Context: an optimization exercise on an open-source flow, tuned for small area. The choices shown serve that exercise and are no tape-out recipe.
RTL that was checked went through simulation tests only; none was proved equivalent to the original.
Power is estimated from default activity; no workload was simulated. The flow treats the clock pin as an ideal source, which a real chip does not have.

// jt51_pg_slot_ctrl
module jt51_pg_slot_ctrl #(
    parameter int PG_RST_ROUNDS = 1
) (
    input  logic       clk,
    input  logic       rst_n,
    input  logic       cen,
    input  logic       wr_valid,
    output logic       wr_ready,
    input  logic [4:0] wr_slot,
    input  logic [2:0] wr_field,
    input  logic [6:0] wr_data,
    input  logic       keyon_req,
    input  logic [4:0] keyon_slot,
    output logic       zero,
    output logic [4:0] slot_I,
    output logic [6:0] kc_I,
    output logic [5:0] kf_I,
    output logic [1:0] dt2_I,
    output logic [2:0] pms_I,
    output logic [2:0] dt1_II,
    output logic [3:0] mul_VI,
    output logic       pg_rst_III
);
Size: roughly 1900 cells after synthesis, ~58 I/O pins.
==> module jt51_pg_slot_ctrl, before the edit <==
module jt51_pg_slot_ctrl #(
    parameter int PG_RST_ROUNDS = 1
) (
    input  logic       clk,
    input  logic       rst_n,
    input  logic       cen,
    input  logic       wr_valid,
    output logic       wr_ready,
    input  logic [4:0] wr_slot,
    input  logic [2:0] wr_field,
    input  logic [6:0] wr_data,
    input  logic       keyon_req,
    input  logic [4:0] keyon_slot,
    output logic       zero,
    output logic [4:0] slot_I,
    output logic [6:0] kc_I,
    output logic [5:0] kf_I,
    output logic [1:0] dt2_I,
    output logic [2:0] pms_I,
    output logic [2:0] dt1_II,
    output logic [3:0] mul_VI,
    output logic       pg_rst_III
);
    localparam int W = KC_W + KF_W + DT1_W + MUL_W + DT2_W + PMS_W;
    logic              started_r;
    logic [4:0]        cnt_s;
    logic [KC_W-1:0]   kc_r    [0:SLOT_N-1];
    logic [KF_W-1:0]   kf_r    [0:SLOT_N-1];
    logic [DT1_W-1:0]  dt1_r   [0:SLOT_N-1];
    logic [MUL_W-1:0]  mul_r   [0:SLOT_N-1];
    logic [DT2_W-1:0]  dt2_r   [0:SLOT_N-1];
    logic [PMS_W-1:0]  pms_r   [0:SLOT_N-1];
    logic [SLOT_N/2-1:0] vld_r;
    logic [SLOT_N-1:0] pend_r;
    logic              pg_rst_II_r;
    logic              wr_en_s;
    logic [SLOT_N-1:0] rdec_s;
    logic [SLOT_N-1:0] rsel_s;
    logic [W-1:0]      rword_s;
    logic [DT1_W-1:0]  dt1_I_s;
    logic [MUL_W-1:0]  mul_I_s;
    logic [4:0]        fsel_s;
    logic              pend_rd_s;
    assign cnt_s    = slot_I + {4'd0, started_r};
    assign zero     = started_r & (slot_I == 5'd0);
    assign wr_ready = rst_n & cen & (wr_slot != cnt_s);
    assign wr_en_s  = wr_valid & wr_ready;
    always_comb begin
        for (int f = 0; f < 5; f++) fsel_s[f] = (wr_field == 3'(f));
    end
    logic [6:0] wd_s [0:1][0:4];
    always_comb begin
        for (int p = 0; p < 2; p++)
            for (int f = 0; f < 5; f++)
                wd_s[p][f] = wr_data & {7{fsel_s[f] & (wr_slot[0] == 1'(p))}};
    end
    always_ff @(posedge clk) begin
        for (int i = 0; i < SLOT_N; i++) begin
            if (wr_en_s && wr_slot[4:1] == 4'(i / 2)) begin
                if ((fsel_s[0] && wr_slot[0] == 1'(i % 2)) || !vld_r[i / 2]) kc_r[i]  <= wd_s[i % 2][0][6:0];
                if ((fsel_s[1] && wr_slot[0] == 1'(i % 2)) || !vld_r[i / 2]) kf_r[i]  <= wd_s[i % 2][1][5:0];
                if ((fsel_s[2] && wr_slot[0] == 1'(i % 2)) || !vld_r[i / 2]) dt1_r[i] <= wd_s[i % 2][2][6:4];
                if ((fsel_s[2] && wr_slot[0] == 1'(i % 2)) || !vld_r[i / 2]) mul_r[i] <= wd_s[i % 2][2][3:0];
                if ((fsel_s[3] && wr_slot[0] == 1'(i % 2)) || !vld_r[i / 2]) dt2_r[i] <= wd_s[i % 2][3][1:0];
                if ((fsel_s[4] && wr_slot[0] == 1'(i % 2)) || !vld_r[i / 2]) pms_r[i] <= wd_s[i % 2][4][2:0];
            end
        end
    end
    always_ff @(posedge clk or negedge rst_n) begin
        if (!rst_n) vld_r <= '0;
        else if (wr_en_s) vld_r[wr_slot[4:1]] <= 1'b1;
    end
    always_comb begin
        for (int i = 0; i < SLOT_N; i++) begin
            rdec_s[i] = (slot_I == 5'(i));
            rsel_s[i] = rdec_s[i] & vld_r[i / 2];
        end
    end
    logic [SLOT_N*W-1:0] words_s;
    for (genvar i = 0; i < SLOT_N; i++) begin : g_word
        assign words_s[i*W +: W] = {kc_r[i], kf_r[i], dt1_r[i], mul_r[i], dt2_r[i], pms_r[i]};
    end
    for (genvar b = 0; b < W; b++) begin : g_rd
        logic [SLOT_N-1:0] col;
        for (genvar i = 0; i < SLOT_N; i++) begin : g_col
            assign col[i] = words_s[i*W + b];
        end
        jt51_rd32 u_rd (.sel(rsel_s), .d(col), .q(rword_s[b]));
    end
    assign {kc_I, kf_I, dt1_I_s, mul_I_s, dt2_I, pms_I} = rword_s;
    always_ff @(posedge clk or negedge rst_n) begin
        if (!rst_n) begin
            started_r <= 1'b0;
            slot_I    <= 5'd0;
        end else if (cen) begin
            started_r <= 1'b1;
            slot_I    <= cnt_s;
        end
    end
    jt51_rd32 u_pend_rd (.sel(rdec_s), .d(pend_r), .q(pend_rd_s));
    always_ff @(posedge clk or negedge rst_n) begin
        if (!rst_n) begin
            pend_r      <= '0;
            pg_rst_II_r <= 1'b0;
        end else if (cen) begin
            pg_rst_II_r <= pend_rd_s;
            for (int i = 0; i < SLOT_N; i++) begin
                if (keyon_req && keyon_slot == 5'(i)) pend_r[i] <= 1'b1;
                else if (rdec_s[i]) pend_r[i] <= 1'b0;
            end
        end
    end
    jt51_sh #(.width(DT1_W), .stages(1)) u_dt1_sh (
        .clk(clk), .rst_n(rst_n), .cen(cen), .din(dt1_I_s), .drop(dt1_II)
    );
    jt51_sh #(.width(1), .stages(STG_III - 1)) u_pgrst_sh (
        .clk(clk), .rst_n(rst_n), .cen(cen), .din(pg_rst_II_r), .drop(pg_rst_III)
    );
    jt51_sh #(.width(MUL_W), .stages(STG_VI)) u_mul_sh (
        .clk(clk), .rst_n(rst_n), .cen(cen), .din(mul_I_s), .drop(mul_VI)
    );
endmodule
Settings: LEC_CHECK=0, CAP_MARGIN=10, CORE_MARGIN=2, CORE_UTILIZATION=70, GPL_TIMING_DRIVEN=0, SETUP_SLACK_MARGIN=0.1, SLEW_MARGIN=10, SYNTH_HIERARCHICAL=1, SYNTH_MINIMUM_KEEP_SIZE=0; clock period 5.0 ns.
standard.sh (not shown) runs the stock make flow with config.mk's settings and CLKGATE_MAP_FILE= SYNTH_SCRIPT=/design/flow/synth_recipe.tcl, a recipe that flattens the netlist after the stock synthesis.
==> flow/flow/run.sh <==
#!/bin/bash
# Standard ORFS layout with these changes: the synthesized netlist's combinational cells are
# set to their family's smallest drive strength before floorplanning (the placement and
# timing repairs then size up what needs it), ports are buffered with buf_1 cells, and clock
# tree synthesis runs without dummy loads. Each tool's output goes to the ORFS logs and to
# synth.log / standard.log here.
set -e
export BUFFER_PORTS_ARGS="-buffer_cell sky130_fd_sc_hd__buf_1"
export CTS_ARGS="-sink_clustering_enable -repair_clock_nets -dont_use_dummy_load -sink_clustering_size 30 -sink_clustering_max_diameter 110"
bash standard.sh synth > synth.log 2>&1
R=orfs/results/sky130hd/jt51_pg_slot_ctrl/base
cp $R/1_2_yosys.v yosys_before_downsize.v
sed -i -f flow/downsize.sed $R/1_2_yosys.v
rm -f $R/1_synth.odb $R/1_synth.sdc
bash standard.sh > standard.log 2>&1
Other scripts of this flow, unchanged in this note and not shown: flow/flow/downsize.sed
Edit:
--- a/flow/design.v
+++ b/flow/design.v
@@ -118,20 +118,21 @@
     logic [DT1_W-1:0]  dt1_r   [0:SLOT_N-1];
     logic [MUL_W-1:0]  mul_r   [0:SLOT_N-1];
     logic [DT2_W-1:0]  dt2_r   [0:SLOT_N-1];
     logic [PMS_W-1:0]  pms_r   [0:SLOT_N-1];
     logic [SLOT_N/2-1:0] vld_r;
-    logic [SLOT_N-1:0] pend_r;
-    logic              pg_rst_II_r;
+    logic [SLOT_N-1:0] pendq_r;
+    logic              pg_rst_I_r;
     logic              wr_en_s;
     logic [SLOT_N-1:0] rdec_s;
     logic [SLOT_N-1:0] rsel_s;
     logic [W-1:0]      rword_s;
     logic [DT1_W-1:0]  dt1_I_s;
     logic [MUL_W-1:0]  mul_I_s;
     logic [4:0]        fsel_s;
     logic              pend_rd_s;
+    logic              ko_hit_s;
     assign cnt_s    = slot_I + {4'd0, started_r};
     assign zero     = started_r & (slot_I == 5'd0);
     assign wr_ready = rst_n & cen & (wr_slot != cnt_s);
     assign wr_en_s  = wr_valid & wr_ready;
     always_comb begin
@@ -184,28 +185,29 @@
         end else if (cen) begin
             started_r <= 1'b1;
             slot_I    <= cnt_s;
         end
     end
-    jt51_rd32 u_pend_rd (.sel(rdec_s), .d(pend_r), .q(pend_rd_s));
+    jt51_rd32 u_pend_rd (.sel(rdec_s), .d(pendq_r), .q(pend_rd_s));
+    assign ko_hit_s = keyon_req && (keyon_slot == cnt_s);
     always_ff @(posedge clk or negedge rst_n) begin
         if (!rst_n) begin
-            pend_r      <= '0;
-            pg_rst_II_r <= 1'b0;
+            pendq_r    <= '0;
+            pg_rst_I_r <= 1'b0;
         end else if (cen) begin
-            pg_rst_II_r <= pend_rd_s;
+            pg_rst_I_r <= ko_hit_s || pend_rd_s;
             for (int i = 0; i < SLOT_N; i++) begin
-                if (keyon_req && keyon_slot == 5'(i)) pend_r[i] <= 1'b1;
-                else if (rdec_s[i]) pend_r[i] <= 1'b0;
+                if (keyon_req && !ko_hit_s && keyon_slot == 5'(i + 1)) pendq_r[i] <= 1'b1;
+                else if (rdec_s[i]) pendq_r[i] <= 1'b0;
             end
         end
     end
     jt51_sh #(.width(DT1_W), .stages(1)) u_dt1_sh (
         .clk(clk), .rst_n(rst_n), .cen(cen), .din(dt1_I_s), .drop(dt1_II)
     );
-    jt51_sh #(.width(1), .stages(STG_III - 1)) u_pgrst_sh (
-        .clk(clk), .rst_n(rst_n), .cen(cen), .din(pg_rst_II_r), .drop(pg_rst_III)
+    jt51_sh #(.width(1), .stages(STG_III)) u_pgrst_sh (
+        .clk(clk), .rst_n(rst_n), .cen(cen), .din(pg_rst_I_r), .drop(pg_rst_III)
     );
     jt51_sh #(.width(MUL_W), .stages(STG_VI)) u_mul_sh (
         .clk(clk), .rst_n(rst_n), .cen(cen), .din(mul_I_s), .drop(mul_VI)
     );
 endmodule
Clock skew grows by 23 ps.
Die area stays flat.
Wire length shrinks by 2.2%.
Final area shrinks by about 1.3%.
Via count shrinks by about 0.38%.
Total power grows by 1.5%.
Cell count shrinks by 0.92%.
Setup slack is better by 33 ps.
For the first run of this note, only the layout was checked, not whether the RTL still works.

==> re-timing with driven ports <==
Ports are ideal in the flow. The routed layouts listed here were re-timed in OpenROAD.
Step 1 assumes that a clkbuf_16 drives the clock port and a buf_2 every other input.
Step 2 moves the port delays by t, midway between the first and last clock arrival at a register: inputs arrive t later, outputs are due t later. That takes back most of the time a late clock gives input paths.
a / b / c = ideal ports / drivers / drivers and shift; a / b = the first two.
| run | t, ns | slack for setup (ns) | worst setup path after step 2 | worst register clock-pin slew, ns |
|---|---|---|---|---|
| the first run | 0.645 | 0.151 / 0.089 / -0.198 | input to register | 0.12 / 0.12 |
| the second run | 0.638 | 0.184 / 0.127 / -0.009 | input to register | 0.11 / 0.11 |
Met with ideal ports but missed after step 2: setup timing in the first run and the second run. For the first run, which loses most, drivers alone change the setup slack by -0.062 ns; drivers and shift together by -0.349 ns.
